Source: an optimization exercise on an open RTL-to-GDS flow (aim: small area, a short achievable clock period and few clock cycles). Production flows keep margins and buffers that such runs may drop. At most, simulation tests tie the RTL to the original design; equivalence was not proved.

red:
## gcn_top
module gcn_top (
    input  logic                                      clk,
    input  logic                                      rst_n,
    input  logic                                      start,
    input  logic [6-1:0][3-1:0]    edge_src,
    input  logic [6-1:0][3-1:0]    edge_dst,
    input  logic [6-1:0][5-1:0]    feat_col,
    input  logic [3-1:0][5-1:0]  weight_row,
    output logic                                      feat_re,
    output logic [4-1:0]                    feat_addr,
    output logic [6-1:0][2-1:0]   y,
    output logic                                      done
);
clock: 7.5 ns
lec_check: 0
abc_clock_period_in_ps: 3000
cap_margin: 20
core_margin: 2
core_utilization: 40
cts_buf_list: sky130_fd_sc_hd__clkbuf_8
cts_cluster_diameter: 60
cts_cluster_size: 16
place_density: 0.75
setup_slack_margin: 4.2
slew_margin: 20
synth_hierarchical: 1
run.sh (not shown) runs the stock make flow with config.mk's settings and CLKGATE_MAP_FILE= SYNTH_SCRIPT=/design/flow/synth_recipe.tcl, a recipe that flattens the netlist after the stock synthesis.
Input-level comparison between blue and red:
- SETUP_SLACK_MARGIN now 4.4, was 4.2
--- outcome ---
blue went all the way through the flow, and no timing, DRC or antenna check failed.
red reached the end of the flow, and the finished layout is clean on the timing, design-rule and antenna checks.
Diff red -> blue: overall overflow remaining after global route ~0 delta; wire length of the first global-routing pass climbed 1.2%.
Type of the setup path with the least slack: register to register -> blue, register to output port -> red
No functional check of the RTL was part of any run of this note.


== run A ==
gcn_top, a different RTL version from the one above (not shown whole).
For scale: roughly 4700 cells after synthesis, ~100 I/O pins, ~0.044 sq mm of cells after synthesis.
clock: 7.5 ns
lec_check: 0
abc_clock_period_in_ps: 3000
cap_margin: 20
core_margin: 2
core_utilization: 65
cts_buf_list: sky130_fd_sc_hd__clkbuf_8
cts_cluster_diameter: 60
cts_cluster_size: 16
place_density: 0.8
setup_slack_margin: 4.3
slew_margin: 20
synth_hierarchical: 1
Testbench counts of run A, summed over its fixed seeds: cycles 8,064.
Modified inputs, run B compared to run A
- PLACE_DENSITY: 0.8 -> 0.75
- ABC_CLOCK_PERIOD_IN_PS: 3000 -> unset
- CORE_UTILIZATION: 65 -> 55
==> results.txt <==
- | routed wire length | run B vs run A | better |
- [compare] base=run A new=run B: diode insertion count for antenna repair lost 1; met3 track utilization from global routing moved down; area of placed instances rose 240 sq um.
- Taking run A as the reference point, the detailed-routing iteration count for the pre-antenna-repair pass of run B falls by 2.
- Share of final layout cell area taken by non-clock buffers delta (run B -> run A): insignificant
- Between run B and run A, the wire length of the first global-routing pass does not differ in any meaningful way.
- Taking run A as the reference, in run B sequential share of layout area now sits lower.
For run C, these inputs were changed with respect to run B:
- an added ABC_CLOCK_PERIOD_IN_PS of 3000
- a change of SETUP_SLACK_MARGIN from 4.3 to 4.5
- a change of CORE_UTILIZATION from 55 to 40
Both conditions hold for run B: the flow ran to the end and the final layout passed the timing, design-rule and antenna checks.
Both conditions hold for run C: the flow ran to the end and the final layout passed the timing, design-rule and antenna checks.
Run B leaves less setup margin than run C.
A critical-path cell with the highest stage delay of sky130_fd_sc_hd__dfrtp_1 is what run B shows, while sky130_fd_sc_hd__dfxtp_4 belongs to run C.
Run C vs run B: instance area at placement up in run C
Input-level comparison between run D and run C:
- CORE_UTILIZATION: 40 -> 55
- SETUP_SLACK_MARGIN: 4.5 -> 4.3
Having completed the whole flow, run D delivered a layout that passed the timing, design-rule and antenna checks.
Looking at via count, run D sits about 4% below run C.
Taking run C as the reference point, the minimum hold slack of run D rises by 0.089 ns.
Core area on run D is ahead of run C.
Run D has less setup slack than run C.


gcn_top, a different RTL version from the one above (not shown whole).
Size in the first run: roughly 4400 cells after synthesis, about 100 I/O pins, about 43000 µm² of cells after synthesis.
clock: 7.5 ns
lec_check: 0
abc_clock_period_in_ps: 3000
cap_margin: 20
core_margin: 2
core_utilization: 40
cts_buf_list: sky130_fd_sc_hd__clkbuf_8
cts_cluster_diameter: 60
cts_cluster_size: 16
place_density: 0.75
setup_slack_margin: 4.2
slew_margin: 20
synth_hierarchical: 1
Testbench counts at the start, summed over its fixed seeds: cycles 8,064.
Edit:
Settings changed: PLACE_DENSITY 0.75 to not set, SETUP_SLACK_MARGIN 4.2 to 4.0.
After rerunning: First-iteration DRC count drops by 17%. Setup slack got worse by 0.12 ns.
Edit:
Settings changed: ABC_CLOCK_PERIOD_IN_PS 3000 to 2500, SETUP_SLACK_MARGIN 4.0 to 4.2.
=> Maximum frequency came out higher by a few percent; design area climbs by a few percent; worst hold slack hardly moves; die area stays the same; setup slack improves by 0.12 ns.
Edit:
Settings changed: ABC_CLOCK_PERIOD_IN_PS 2500 to 3000.
=> Wire length stays the same. Hold slack does not change. Worst setup slack does not change. Via count does not change. Count of clock-buffer cells in the layout does not change. Synthesized cell count does not change.


Setup of job 6763:
Another version of the RTL of gcn_top (not shown whole).
Size in the first run: about 4500 cells after synthesis, about 340 flip-flops, about 100 I/O pins.
## gcn_top
module gcn_top (
    input  logic                                      clk,
    input  logic                                      rst_n,
    input  logic                                      start,
    input  logic [6-1:0][3-1:0]    edge_src,
    input  logic [6-1:0][3-1:0]    edge_dst,
    input  logic [6-1:0][5-1:0]    feat_col,
    input  logic [3-1:0][5-1:0]  weight_row,
    output logic                                      feat_re,
    output logic [4-1:0]                    feat_addr,
    output logic [6-1:0][2-1:0]   y,
    output logic                                      done
);
make LEC_CHECK=0 CAP_MARGIN=20 CORE_MARGIN=2 CORE_UTILIZATION=40 SETUP_SLACK_MARGIN=4.0 SLEW_MARGIN=20 finish   # period 7.5 ns
Testbench counts of job 6763, summed over its fixed seeds: cycles 7,680.
Setup changes, job 6763 to job 6261
- SETUP_SLACK_MARGIN removed (was 4.0)
==> results.txt <==
Going from job 6763 to job 6261, placement-stage cell area decreased about 1.5%, post-layout instance count excluding filler cells decreased 206, hold slack higher, measured slew at the worst slew-check pin fell by 0.071 ns.


job 1279:
Another version of the RTL of gcn_top (not shown whole).
Size: ~100 I/O pins, about 41,000 µm² of cells after synthesis.
Settings: LEC_CHECK=0, ABC_CLOCK_PERIOD_IN_PS=3000, CAP_MARGIN=20, CORE_MARGIN=2, CORE_UTILIZATION=40, CTS_BUF_LIST=sky130_fd_sc_hd__clkbuf_8, CTS_CLUSTER_DIAMETER=60, CTS_CLUSTER_SIZE=16, SETUP_SLACK_MARGIN=3.8, SLEW_MARGIN=20, SYNTH_HIERARCHICAL=1; clock period 7.5 ns.
Both conditions hold for job 1279: the flow ran to the end and the final layout passed the timing, design-rule and antenna checks.
Testbench counts of job 1279, summed over its fixed seeds: cycles 8,064.
### job 1279 -> job 2679
Settings: a change of CTS_BUF_LIST from sky130_fd_sc_hd__clkbuf_8 to sky130_fd_sc_hd__clkbuf_16; a change of CTS_CLUSTER_SIZE from 16 to 20; a change of SETUP_SLACK_MARGIN from 3.8 to 4.0; a change of CTS_CLUSTER_DIAMETER from 60 to 80.
## What came out
- Job 2679: full flow OK, the timing, design-rule and antenna checks passed
- When job 2679 is set beside job 1279, its portion of the clock cycle consumed by the worst path in the final layout turns out to be 0.86 points smaller.
- Job 2679 ends up with higher number of gates resized after cts than job 1279 does.
- Looking at job 2679 and job 1279, the number of maximum-capacitance constraint violations is a wash.
- Number of vias per cell after detailed routing, job 2679 vs job 1279: up slightly
- Going from job 1279 to job 2679, wire length now larger; cell area increased by 800 µm² relative to the old numbers; clock buffer count from CTS lost 28%; setup slack went up by 0.064 ns; proportion of layout cells with a drive suffix above 1 shows an increase of 1.8 points.
- Job 2679 ended with more global-route usage than job 1279.
Inputs modified between job 2679 and job 4907:
Settings: CTS_CLUSTER_SIZE removed (was 20); CTS_BUF_LIST removed (was sky130_fd_sc_hd__clkbuf_16); CTS_CLUSTER_DIAMETER removed (was 80).
- Taking job 2679 as the reference, in job 4907 aggregate routed wire length picked up an extra about 1.1%, worst setup slack picked up an extra 0.061 ns.
- [compare] base=job 2679 new=job 4907: worst hold slack -0.0046 ns, first-iteration DRC count picked up an extra 9.0%.
- Shortest clock period the worst path allows after layout ends up lower on job 4907.
- Job 4907 — sequential share of cell area 0.32 points lower, job 2679 as reference
#### Input delta (job 9810 over job 4907)
Settings: removing ABC_CLOCK_PERIOD_IN_PS (formerly 3000); setting PLACE_DENSITY to 0.7 for the first time; changing CORE_UTILIZATION from 40 to 60.
### Flow results
- Cell total after placement, job 9810 and job 4907, lower one = job 9810.
- When the final numbers for job 9810 and job 4907 were put side by side, the worst setup slack turned out to be greater in job 4907.
- Job 9810 ended up with a lower worst hold slack than job 4907 did.
- Final cycle utilization of the critical path in job 9810 vs job 4907: up 1.0 points
- On job 9810: number of non-filler instances in the completed layout is 8.3% lower than what job 4907 gave.
- When the final numbers for job 9810 and job 4907 were put side by side, the placement row count turned out to be smaller in job 9810.
- Re CTS buffer count: no difference whatsoever between job 9810 and job 4907.
What job 8432 does differently from job 9810 at the input level:
Settings: CTS_CLUSTER_SIZE now 16, previously not set; CTS_CLUSTER_DIAMETER now 60, previously not set; CTS_BUF_LIST now sky130_fd_sc_hd__clkbuf_8, previously not set; CORE_UTILIZATION now 40, was 60; PLACE_DENSITY no longer set, was 0.7; ABC_CLOCK_PERIOD_IN_PS now 3000, previously not set.
## What came out
Via count of the first global-routing pass in job 8432 is 1,011 lower than in job 9810
Row via count: job 8432 lower / job 9810 higher


the previous run:
gcn_top, a different RTL version from the one above (not shown whole).
For scale: roughly 4900 cells after synthesis, about 100 I/O pins, ~44000 µm² of cells after synthesis.
// gcn_top
module gcn_top (
    input  logic                                      clk,
    input  logic                                      rst_n,
    input  logic                                      start,
    input  logic [6-1:0][3-1:0]    edge_src,
    input  logic [6-1:0][3-1:0]    edge_dst,
    input  logic [6-1:0][5-1:0]    feat_col,
    input  logic [3-1:0][5-1:0]  weight_row,
    output logic                                      feat_re,
    output logic [4-1:0]                    feat_addr,
    output logic [6-1:0][2-1:0]   y,
    output logic                                      done
);
export LEC_CHECK = 0
export ABC_CLOCK_PERIOD_IN_PS = 3000
export CAP_MARGIN = 20
export CORE_MARGIN = 2
export CORE_UTILIZATION = 40
export CTS_BUF_LIST = sky130_fd_sc_hd__clkbuf_8
export CTS_CLUSTER_DIAMETER = 60
export CTS_CLUSTER_SIZE = 16
export PLACE_DENSITY = 0.75
export SETUP_SLACK_MARGIN = 4.3
export SLEW_MARGIN = 20
export SYNTH_HIERARCHICAL = 1
create_clock -name core_clock -period 7.5 [get_ports {clk}]
The previous run was carried through to the last stage, and its layout satisfied the timing, design-rule and antenna checks.
Modified inputs, the current run compared to the previous run
- SETUP_SLACK_MARGIN changed from 4.3 to 4.5
### Flow results
- Route | the current run vs the previous run | wire longer in the current run
- Row time the worst path needs with I/O delays and setup: the current run lower / the previous run higher
- Comparing the current run and the previous run, the higher post-layout worst setup margin is on the current run.
- The previous run → the current run: final area went up 2400 µm², count of instances resized after the clock tree is built went up 110.
- [the current run vs the previous run] peak fanout along the critical path: higher in the current run
- Going from the previous run to the current run, portion of the clock cycle consumed by the worst path in the final layout went down 2.0 points.
- Clock skew after layout delta (the previous run -> the current run): insignificant
- As far as sequential cell count goes, the current run and the previous run are indistinguishable; the numbers are identical.
Function was not checked in any run of this note: the RTL went through the layout flow alone.

==> static timing again, ports no longer ideal <==
How much do the figures lean on ideal ports? The routed layouts below were timed once more, with nothing changed but the port constraints. Step 1 (the two cells are an assumption about what drives the block):
set clk [get_ports {clk}]
set_driving_cell -lib_cell sky130_fd_sc_hd__clkbuf_16 $clk
set_driving_cell -lib_cell sky130_fd_sc_hd__buf_2 [delete_from_list [all_inputs] $clk]
Step 2 also shifts input and output timing later by t, the mid clock arrival at the registers, as if the neighbouring blocks saw the same clock. a / b / c = no drivers / after step 1 / after step 2; a / b = the first two.
run | t (ns) | slack for setup (ns) | worst slew at a driven data input, ns | pins driven straight from the clock port
red | 0.774 | 4.278 / 4.206 / 3.744 | 0.16 | 1
blue | 0.778 | 4.342 / 4.342 / 3.835 | 0.15 | 1
run A | 0.744 | 4.383 / 4.320 / 3.779 | 0.13 | 1
run B | 0.755 | 4.381 / 4.317 / 3.815 | 0.14 | 1
run C | 0.824 | 4.493 / 4.493 / 3.788 | 0.10 | 1
run D | 0.755 | 4.381 / 4.317 / 3.815 | 0.14 | 1
the first run of note 3 | 0.791 | 4.240 / 4.240 / 3.685 | 0.10 | 1
the second run of note 3 | 0.825 | 4.122 / 4.122 / 3.806 | 0.12 | 1
the third run of note 3 | 0.826 | 4.245 / 4.243 / 3.833 | 0.12 | 1
the fourth run of note 3 | 0.826 | 4.245 / 4.243 / 3.833 | 0.12 | 1
job 6763 | 0.673 | 3.484 / 3.484 / 2.988 | 0.19 | 1
job 6261 | 0.668 | 2.776 / 2.776 / 2.235 | 0.05 | 1
job 1279 | 0.752 | 3.996 / 3.996 / 3.578 | 0.09 | 1
job 2679 | 0.665 | 4.061 / 4.061 / 3.563 | 0.09 | 1
job 4907 | 0.692 | 4.122 / 4.122 / 3.583 | 0.09 | 1
job 9810 | 0.678 | 4.045 / 4.045 / 3.481 | 0.06 | 1
job 8432 | 0.768 | 4.104 / 4.061 / 3.553 | 0.09 | 1
the previous run | 0.778 | 4.358 / 4.293 / 3.634 | 0.29 | 1
the current run | 0.784 | 4.508 / 4.489 / 3.815 | 0.29 | 1
After both steps every run listed still meets setup and hold. The setup slack of the previous run, which loses most, moves by -0.065 ns with the drivers and by -0.724 ns with both steps.
